Source: an optimization exercise on an open RTL-to-GDS flow (aim: small area and a short achievable clock period). Production flows keep margins and buffers that such runs may drop. In this exercise RTL edits were held to simulation tests only and were not proved equivalent to the original. Power and IR drop assume default switching activity.

pepper:
==> flow/design.v (excerpt) <==
module wb_packer #(
  parameter int DEPTH  = 16,
  parameter int ADDR_W = 16
) (
  input  logic              clk,
  input  logic              rst_n,
  input  logic              op_start,
  input  logic [ADDR_W-1:0] base_addr,
  input  logic              output_en,
  input  logic [wb_packer_pkg::HW_W-1:0] output_data,
  input  logic              gemm_finish,
  output logic              wr_valid,
  input  logic              wr_ready,
  output logic [wb_packer_pkg::DATA_W-1:0] wr_data,
  output logic [wb_packer_pkg::BURST_LEN-1:0] wr_strb,
  output logic [ADDR_W-1:0] wr_addr,
  output logic              wr_last,
  output logic              busy,
  output logic              overflow,
  output logic [15:0]       word_count
);
Size in the first run: roughly 2300 flip-flops, ~86000 um^2 of cells after synthesis.
clock: 5.0 ns
lec_check: 0
cap_margin: 20
core_margin: 2
core_utilization: 65
cts_cluster_diameter: 100
cts_cluster_size: 24
setup_slack_margin: 2.66
slew_margin: 20
run.sh (not shown) runs the stock make flow with config.mk's settings and CLKGATE_MAP_FILE= SYNTH_SCRIPT=/design/flow/synth_recipe.tcl, a recipe that flattens the netlist after the stock synthesis.
Input changes introduced in onyx (baseline for comparison: pepper):
--- a/flow/config.mk
+++ b/flow/config.mk
@@ -8,7 +8,7 @@
 export CAP_MARGIN = 20
 export CORE_MARGIN = 2
-export CORE_UTILIZATION = 65
+export CORE_UTILIZATION = 60
 export CTS_CLUSTER_DIAMETER = 100
 export CTS_CLUSTER_SIZE = 24
-export SETUP_SLACK_MARGIN = 2.66
+export SETUP_SLACK_MARGIN = 2.5
 export SLEW_MARGIN = 20
### Flow results
Of pepper and onyx, the lower total routed wire length on the met1 layer belongs to pepper.
onyx vs pepper on global-route usage: onyx is the lower one.
Looking at hold slack across both flows, onyx is the stronger of the two, with pepper trailing.
The inputs of raven differ from those of onyx as listed below.
--- a/flow/config.mk
+++ b/flow/config.mk
@@ -8,7 +8,8 @@
 export CAP_MARGIN = 20
 export CORE_MARGIN = 2
-export CORE_UTILIZATION = 60
+export CORE_UTILIZATION = 65
 export CTS_CLUSTER_DIAMETER = 100
 export CTS_CLUSTER_SIZE = 24
-export SETUP_SLACK_MARGIN = 2.5
+export GPL_TIMING_DRIVEN = 0
+export SETUP_SLACK_MARGIN = 2.6
 export SLEW_MARGIN = 20
- Compared with onyx, in raven number of combinational gates with multiple inputs saw little to no change; number of search-and-repair iterations in the first detailed-routing pass saw an increase; share of the final layout cell area in multi-input gates saw little to no change.
- The clock power on onyx is in line with that on raven.
For indigo, these inputs were changed with respect to raven:
--- a/flow/config.mk
+++ b/flow/config.mk
@@ -8,8 +8,7 @@
 export CAP_MARGIN = 20
 export CORE_MARGIN = 2
-export CORE_UTILIZATION = 65
+export CORE_UTILIZATION = 60
 export CTS_CLUSTER_DIAMETER = 100
 export CTS_CLUSTER_SIZE = 24
-export GPL_TIMING_DRIVEN = 0
-export SETUP_SLACK_MARGIN = 2.6
+export SETUP_SLACK_MARGIN = 2.65
 export SLEW_MARGIN = 20
==> run summary <==
- met3 layer usage reported by global route for indigo: 11 points down relative to raven
- Via count shrinks by a little under 10% when moving from raven to indigo.
- Relative to raven, the final period utilization of indigo is lower by 1.9 points.
- indigo has more setup slack than raven.
- Total power after layout, raven and indigo, lower one = indigo.
- Of raven and indigo, the run reporting the lower critical-path maximum fanout was indigo.
Here is what was changed in the inputs of yarrow compared with indigo.
--- a/flow/config.mk
+++ b/flow/config.mk
@@ -6,9 +6,9 @@
 export NUM_CORES = 4
 export LEC_CHECK = 0
-export CAP_MARGIN = 20
+export CAP_MARGIN = 10
 export CORE_MARGIN = 2
-export CORE_UTILIZATION = 60
+export CORE_UTILIZATION = 65
 export CTS_CLUSTER_DIAMETER = 100
 export CTS_CLUSTER_SIZE = 24
-export SETUP_SLACK_MARGIN = 2.65
-export SLEW_MARGIN = 20
+export SETUP_SLACK_MARGIN = 2.6
+export SLEW_MARGIN = 10
--- outcome ---
Looking at yarrow and indigo, the peak clock frequency supported by timing is a wash. For the net switching share of the total power, yarrow came in 0.83 points lower than indigo did. yarrow has power per unit of standard cell area below what indigo had. Going from indigo to yarrow, transition time at the pin with the least slew margin up 0.18 ns, worst hold slack across all endpoints went up 0.057 ns, total number of tap cells saw a decrease. Between indigo and yarrow, worst clock skew increased. Sequential share of cell area up 1.5 points in yarrow wrt indigo. Total met2 wirelength after detailed routing (yarrow vs. indigo) decreases by a few percent. Going from indigo to yarrow, power lost about 3%; post-route fraction of the period consumed by the critical path neither gained nor lost much.
Modified inputs, maple compared to yarrow
--- a/flow/config.mk
+++ b/flow/config.mk
@@ -6,9 +6,10 @@
 export NUM_CORES = 4
 export LEC_CHECK = 0
-export CAP_MARGIN = 10
+export CAP_MARGIN = 20
 export CORE_MARGIN = 2
 export CORE_UTILIZATION = 65
 export CTS_CLUSTER_DIAMETER = 100
 export CTS_CLUSTER_SIZE = 24
+export PLACE_DENSITY = 0.74
 export SETUP_SLACK_MARGIN = 2.6
-export SLEW_MARGIN = 10
+export SLEW_MARGIN = 20
- Post-layout net count (maple vs. yarrow) increases slightly
- Of maple and yarrow, it is maple that has the lower top fanout value on the critical path.
- After detailed routing, yarrow needs more wire than maple.
- Comparing yarrow and maple, cell depth of the worst setup path is higher on maple.
- Of yarrow and maple, the run reporting the higher fraction of met1 tracks used by global routing was yarrow.
- In the tables for yarrow and maple, area growth from synthesis to layout reads higher with maple.

---

## lane 1
wb_packer again, from the RTL that the note above started with.
==> flow/config.mk <==
export PLATFORM = sky130hd
export DESIGN_NAME = wb_packer
export DESIGN_NICKNAME = wb_packer
export VERILOG_FILES = /design/flow/design.v
export SDC_FILE = /design/flow/constraint.sdc
export NUM_CORES = 4
export LEC_CHECK = 0
export CAP_MARGIN = 20
export CORE_MARGIN = 2
export CORE_UTILIZATION = 65
export CTS_CLUSTER_DIAMETER = 100
export CTS_CLUSTER_SIZE = 24
export SETUP_SLACK_MARGIN = 2.5
export SLEW_MARGIN = 20
==> flow/constraint.sdc <==
create_clock -name core_clock -period 5.0 [get_ports {clk}]
set_input_delay 1.0000 -clock core_clock [delete_from_list [all_inputs] [get_ports {clk}]]
set_output_delay 1.0000 -clock core_clock [all_outputs]
set_load 0.01 [all_outputs]
Lane 1 has completed all stages; timing, DRC and antenna checks passed.
#### Input delta (lane 2 over lane 1)
diff --git a/flow/config.mk b/flow/config.mk
--- a/flow/config.mk
+++ b/flow/config.mk
@@ -9,6 +9,6 @@
 export CORE_MARGIN = 2
 export CORE_UTILIZATION = 65
-export CTS_CLUSTER_DIAMETER = 100
-export CTS_CLUSTER_SIZE = 24
-export SETUP_SLACK_MARGIN = 2.5
+export CTS_CLUSTER_DIAMETER = 150
+export CTS_CLUSTER_SIZE = 26
+export SETUP_SLACK_MARGIN = 2.6
 export SLEW_MARGIN = 20
### Flow results
- Lane 2 -> lane 1: routed wire length flat
- Across both runs, final routed wire length divided by cell count was lower for lane 2 than for lane 1.
- For lane 2, the capturing instance or port of the critical path was wr_data[18], unlike lane 1, where it was u_fifo.mem[857].
- Lower final critical-path required period among lane 1 and lane 2: lane 2
- Lane 2 gives less relative area change from synthesis to final layout than lane 1 did.
## Diff of input files: lane 3 against lane 2
diff --git a/flow/config.mk b/flow/config.mk
--- a/flow/config.mk
+++ b/flow/config.mk
@@ -9,6 +9,6 @@
 export CORE_MARGIN = 2
 export CORE_UTILIZATION = 65
-export CTS_CLUSTER_DIAMETER = 150
-export CTS_CLUSTER_SIZE = 26
-export SETUP_SLACK_MARGIN = 2.6
+export CTS_CLUSTER_DIAMETER = 100
+export CTS_CLUSTER_SIZE = 24
+export SETUP_SLACK_MARGIN = 2.75
 export SLEW_MARGIN = 20
Notes after the runs:
Lane 2 → lane 3: cell count went up 2.7%, clock buffer instance count of the final layout now sits higher, total power draw higher, global routing usage on met3 grew by 0.92 points, critical path depth decreased 4. The layout cell share with drive strength beyond 1 number comes out higher for lane 3 vs lane 2. Against lane 2, combinational power in lane 3 rose by more than 10%.
[inputs] lane 4 vs lane 3
diff --git a/flow/config.mk b/flow/config.mk
--- a/flow/config.mk
+++ b/flow/config.mk
@@ -8,7 +8,7 @@
 export CAP_MARGIN = 20
 export CORE_MARGIN = 2
-export CORE_UTILIZATION = 65
+export CORE_UTILIZATION = 70
 export CTS_CLUSTER_DIAMETER = 100
 export CTS_CLUSTER_SIZE = 24
-export SETUP_SLACK_MARGIN = 2.75
+export SETUP_SLACK_MARGIN = 2.6
 export SLEW_MARGIN = 20
Results
- Lane 4 was carried through to the last stage, and its layout satisfied the timing, DRC and antenna checks.
- Part of the total power dissipated in the clock network in lane 4 vs lane 3: up 0.2 points
- Routing usage on met3 ends up higher on lane 4.
- Vias per cell for lane 4 is higher than for lane 3.
Input-level comparison between lane 5 and lane 4:
diff --git a/flow/config.mk b/flow/config.mk
--- a/flow/config.mk
+++ b/flow/config.mk
@@ -8,7 +8,7 @@
 export CAP_MARGIN = 20
 export CORE_MARGIN = 2
-export CORE_UTILIZATION = 70
-export CTS_CLUSTER_DIAMETER = 100
-export CTS_CLUSTER_SIZE = 24
+export CORE_UTILIZATION = 65
+export CTS_CLUSTER_DIAMETER = 60
+export CTS_CLUSTER_SIZE = 20
 export SETUP_SLACK_MARGIN = 2.6
 export SLEW_MARGIN = 20
### Flow results
- For lane 5, the first element of the critical path was wr_valid, unlike lane 4, where it was ws[10].
- Summary: die area, lane 5 worse than lane 4
- A start-to-end type of the worst setup path of reg2reg is what lane 4 shows, while reg2out belongs to lane 5.
- Number of resized instances in the post-cts repair step (lane 4 / lane 5): 0.890
- Relative to lane 4, the maximum frequency of lane 5 is higher by about 2.3%.

---

## before
wb_packer, a different RTL version from the one above (not shown whole).
Size in the first run: roughly 210 I/O pins.
export LEC_CHECK = 0
export CAP_MARGIN = 20
export CORE_MARGIN = 2
export CORE_UTILIZATION = 60
export CTS_CLUSTER_DIAMETER = 100
export CTS_CLUSTER_SIZE = 30
export SETUP_SLACK_MARGIN = 2.5
export SLEW_MARGIN = 20
create_clock -name core_clock -period 5.0 [get_ports {clk}]
before finished every stage and its layout cleared the timing, DRC and antenna checks.
#### Input delta (after over before)
- clearing CTS_CLUSTER_SIZE, which used to be 30
- clearing CTS_CLUSTER_DIAMETER, which used to be 100
--- outcome ---
Result: PASS for each of after and before. The number of cells on the critical path in after sits 1 above the value recorded for before. Wire: after routes more than before. Routed length on met1 ended up about 0.9% lower on after than on before. before → after: combinational cell fraction of total power lost 3.6 points; first-pass GRT wire length picked up an extra about 0.8%; number of inserted diodes picked up an extra 22; non-clock buffer count lost 24. Looking at core utilization, after sits 3.0 points higher than before does. Looking at final period utilization across after and before, the one that comes out higher is after. after ended up with a higher design internal power than before did.

---

Setup of old:
The RTL this note starts from:
==> flow/design.v <==
package wb_packer_pkg;
  localparam int BURST_LEN = 8;
  localparam int HW_W      = 16;
  localparam int DATA_W    = HW_W * BURST_LEN;
  localparam int IDX_W     = $clog2(BURST_LEN);
  localparam int SLOTS     = 16;    
endpackage
module wb_fifo #(
  parameter int SLOTS = 16,
  parameter int LANES = 8,
  parameter int HW_W  = 16
) (
  input  logic                    clk,
  input  logic [SLOTS*LANES-1:0]  we,      
  input  logic [LANES*HW_W-1:0]   din,     
  input  logic [SLOTS-1:0]        rsel,    
  output logic [LANES*HW_W-1:0]   dout
);
  logic [SLOTS-1:0][LANES-1:0][HW_W-1:0] mem;
  for (genvar j = 0; j < SLOTS; j++) begin : g_slot
    for (genvar l = 0; l < LANES; l++) begin : g_lane
      always_ff @(posedge clk) begin
        if (we[j*LANES+l]) mem[j][l] <= din[l*HW_W +: HW_W];
      end
    end
  end
  always_comb begin
    dout = '0;
    for (int j = 0; j < SLOTS; j++)
      dout = dout | ({(LANES*HW_W){rsel[j]}} & mem[j]);
  end
endmodule
module wb_packer #(
  parameter int DEPTH  = 16,
  parameter int ADDR_W = 16
) (
  input  logic              clk,
  input  logic              rst_n,
  input  logic              op_start,
  input  logic [ADDR_W-1:0] base_addr,
  input  logic              output_en,
  input  logic [wb_packer_pkg::HW_W-1:0] output_data,
  input  logic              gemm_finish,
  output logic              wr_valid,
  input  logic              wr_ready,
  output logic [wb_packer_pkg::DATA_W-1:0] wr_data,
  output logic [wb_packer_pkg::BURST_LEN-1:0] wr_strb,
  output logic [ADDR_W-1:0] wr_addr,
  output logic              wr_last,
  output logic              busy,
  output logic              overflow,
  output logic [15:0]       word_count
);
  localparam int NS    = wb_packer_pkg::SLOTS;
  localparam int LANES = wb_packer_pkg::BURST_LEN;
  localparam int HW_W  = wb_packer_pkg::HW_W;
  localparam int DW    = wb_packer_pkg::DATA_W;
  logic            gf_q, flush_pending;
  logic            fresh;       
  logic [3:0]      n;           
  logic [2:0]      pm;          
  logic [NS-1:0]   ws;          
  logic [NS-1:0]   rs;          
  logic [DEPTH:2]  qt;          
  logic [NS-1:0]   meta_last;   
  logic [NS-1:0][2:0] meta_m;   
  logic fin_rise, n8, nz, flush_go, push, acc, pop, load, avail, take, go;
  logic ring_has, full_q, up, down;
  logic [2:0] head_m;
  logic       head_last;
  logic [LANES-1:0] head_strb;
  assign ring_has = qt[2];
  assign full_q   = qt[DEPTH];
  assign fin_rise = gemm_finish & ~gf_q;
  assign n8       = n[3];
  assign nz       = |n;
  assign go       = output_en & ~op_start;
  assign flush_go = flush_pending & ~output_en & ~op_start;
  assign push     = (go & n8) | (flush_go & nz);
  assign acc      = push & (~full_q | wr_ready);
  assign pop      = wr_valid & wr_ready;
  assign load     = ~wr_valid | wr_ready;
  assign avail    = ring_has | push;
  assign take     = load & avail;
  assign up       = acc & ~pop;
  assign down     = pop & ~acc;
  always_comb begin
    head_m    = pm;
    head_last = ~output_en;
    for (int j = 0; j < NS; j++) begin
      if (ring_has && rs[j]) begin
        head_m    = meta_m[j];
        head_last = meta_last[j];
      end
    end
    for (int l = 0; l < LANES; l++)
      head_strb[l] = avail & (3'(l) <= head_m);
  end
  logic [NS*LANES-1:0] we;
  logic [DW-1:0]       din, rd;
  logic [NS-1:0]       ws_next;    
  logic [LANES-1:0]    lane_in;    
  assign ws_next = {ws[NS-2:0], ws[NS-1]};
  always_comb begin
    for (int l = 0; l < LANES; l++) begin
      lane_in[l] = go & (n8 ? (l == 0) : (n == 4'(l)));
      din[l*HW_W +: HW_W] = lane_in[l] ? output_data : '0;
    end
    for (int j = 0; j < NS; j++) begin
      we[j*LANES] = (ws[j] & (n == 4'd0)) |
                    (go & n8 & (acc ? ws_next[j] : ws[j]));
      for (int l = 1; l < LANES; l++)
        we[j*LANES+l] = ws[j] & ~n8 & (n <= 4'(l));
    end
  end
  wb_fifo #(.SLOTS(NS), .LANES(LANES), .HW_W(HW_W)) u_fifo (
    .clk  (clk),
    .we   (we),
    .din  (din),
    .rsel (rs),
    .dout (rd)
  );
  always_ff @(posedge clk) begin
    for (int j = 0; j < NS; j++) begin
      if (ws[j]) begin
        meta_m[j]    <= pm;
        meta_last[j] <= ~output_en;
      end
    end
  end
  always_ff @(posedge clk or negedge rst_n) begin
    if (!rst_n) begin
      gf_q          <= 1'b0;
      fresh         <= 1'b0;
      flush_pending <= 1'b0;
      n             <= '0;
      pm            <= 3'd7;
      ws            <= NS'(1);
      rs            <= NS'(1);
      qt            <= '0;
    end else begin
      gf_q  <= gemm_finish;
      fresh <= go & n8;
      if (op_start) begin
        n             <= '0;
        pm            <= 3'd7;
        flush_pending <= 1'b0;
      end else if (output_en) begin
        n  <= n8 ? 4'd1 : n + 4'd1;
        pm <= pm + 3'd1;
        if (fin_rise) flush_pending <= 1'b1;
      end else begin
        if (flush_pending) begin
          n  <= '0;
          pm <= 3'd7;
        end
        flush_pending <= fin_rise;
      end
      if (acc)  ws <= ws_next;
      if (take) rs <= {rs[NS-2:0], rs[NS-1]};
      for (int k = 2; k <= DEPTH; k++) begin
        if (up)   qt[k] <= (k == 2) ? wr_valid : qt[k-1];
        if (down) qt[k] <= (k == DEPTH) ? 1'b0 : qt[k+1];
      end
    end
  end
  logic busy_d, nz_d, fp_d;
  assign nz_d   = ~op_start & (output_en | (nz & ~flush_pending));
  assign fp_d   = ~op_start & (output_en ? (flush_pending | fin_rise) : fin_rise);
  assign busy_d = nz_d | fp_d | (load ? avail : wr_valid);
  always_ff @(posedge clk or negedge rst_n) begin
    if (!rst_n) begin
      wr_valid <= 1'b0;
      wr_data  <= '0;
      wr_strb  <= '0;
      wr_last  <= 1'b0;
      busy     <= 1'b0;
    end else begin
      busy <= busy_d;
      if (load) begin
        wr_valid <= avail;
        wr_strb  <= head_strb;
        wr_last  <= avail & head_last;
        wr_data[HW_W-1:0]  <= avail ? rd[HW_W-1:0] : '0;
        wr_data[DW-1:HW_W] <= (avail & ~(fresh & ~ring_has)) ? rd[DW-1:HW_W] : '0;
      end
    end
  end
  always_ff @(posedge clk or negedge rst_n) begin
    if (!rst_n) begin
      wr_addr    <= '0;
      word_count <= '0;
      overflow   <= 1'b0;
    end else if (op_start) begin
      wr_addr    <= base_addr;
      word_count <= '0;
      overflow   <= 1'b0;
    end else begin
      if (pop) begin
        wr_addr <= wr_addr + 1'b1;
        if (word_count != 16'hFFFF) word_count <= word_count + 1'b1;
      end
      if (push && full_q && !wr_ready) overflow <= 1'b1;
    end
  end
endmodule
make LEC_CHECK=0 ABC_CLOCK_PERIOD_IN_PS=2200 CAP_MARGIN=20 CORE_MARGIN=2 CORE_UTILIZATION=55 SETUP_SLACK_MARGIN=2.5 SLEW_MARGIN=20 finish   # period 5.0 ns
The final layout from old, which completed every stage, passed the timing, DRC and antenna checks at the end of the flow.
Edits applied to the flow inputs when going from old to new:
# old
export LEC_CHECK = 0
export ABC_CLOCK_PERIOD_IN_PS = 2200
export CAP_MARGIN = 20
export CORE_MARGIN = 2
export CORE_UTILIZATION = 55
export SETUP_SLACK_MARGIN = 2.5
export SLEW_MARGIN = 20
create_clock -name core_clock -period 5.0 [get_ports {clk}]
# new
export LEC_CHECK = 0
export CAP_MARGIN = 20
export CORE_MARGIN = 2
export CORE_UTILIZATION = 60
export SETUP_SLACK_MARGIN = 2.5
export SLEW_MARGIN = 20
create_clock -name core_clock -period 5.0 [get_ports {clk}]
Results
Relative to old, sequential share of cell area has increased by 0.36 points in new. Between new and old, the internal power consumption is higher for old. Per the comparison of new with old, register area now sits at about the same level; via density per instance went up about 3%. new ends up with a number of placed instances, taps included that is about 2% lower than in old. The post-layout worst setup margin number comes out lower for old vs new. Re clock period minus worst slack: new and old aren't equal, and the higher value belongs to old. Side by side, detailed-routed wire length on met2 turned out lower in new than in old. Diff new..old | adder-cell area share of the yosys netlist | unchanged.

port drivers added, routing unchanged:
No port has a modelled driver above. Below, the same layouts with a new extraction and two added sets of constraints. Step 1, drivers: a clkbuf_16 drives clk and a buf_2 each remaining input, both assumed. Step 2, shift: input delay + t, output delay - t, t = (earliest + latest rising clock arrival at the registers) / 2. This alone moves slack from input paths to output paths. Three values: ideal ports, drivers, drivers and shift; two values: the first two.
run	t (ns)	slack for setup (ns)	cell pins on the clock port's net
pepper	0.836	2.600 / 2.520 / 1.861	1
onyx	0.841	2.464 / 2.453 / 1.681	1
raven	0.871	2.454 / 2.454 / 1.646	1
indigo	0.849	2.550 / 2.461 / 1.854	1
yarrow	0.832	2.552 / 2.506 / 1.796	1
maple	0.845	2.309 / 2.309 / 1.738	1
lane 1	0.839	2.438 / 2.430 / 1.768	1
lane 2	0.837	2.556 / 2.494 / 1.720	1
lane 3	0.837	2.549 / 2.470 / 1.952	1
lane 4	0.825	2.486 / 2.482 / 1.804	1
lane 5	0.893	2.543 / 2.458 / 1.694	1
before	0.814	2.411 / 2.406 / 1.592	1
after	0.907	2.388 / 2.416 / 1.524	1
old	0.939	2.329 / 2.329 / 1.650	1
new	0.936	2.362 / 2.362 / 1.685	1
After both steps setup and hold are still met in every run listed. The setup slack of after, which loses most, moves by +0.028 ns with the drivers and by -0.864 ns with both steps.
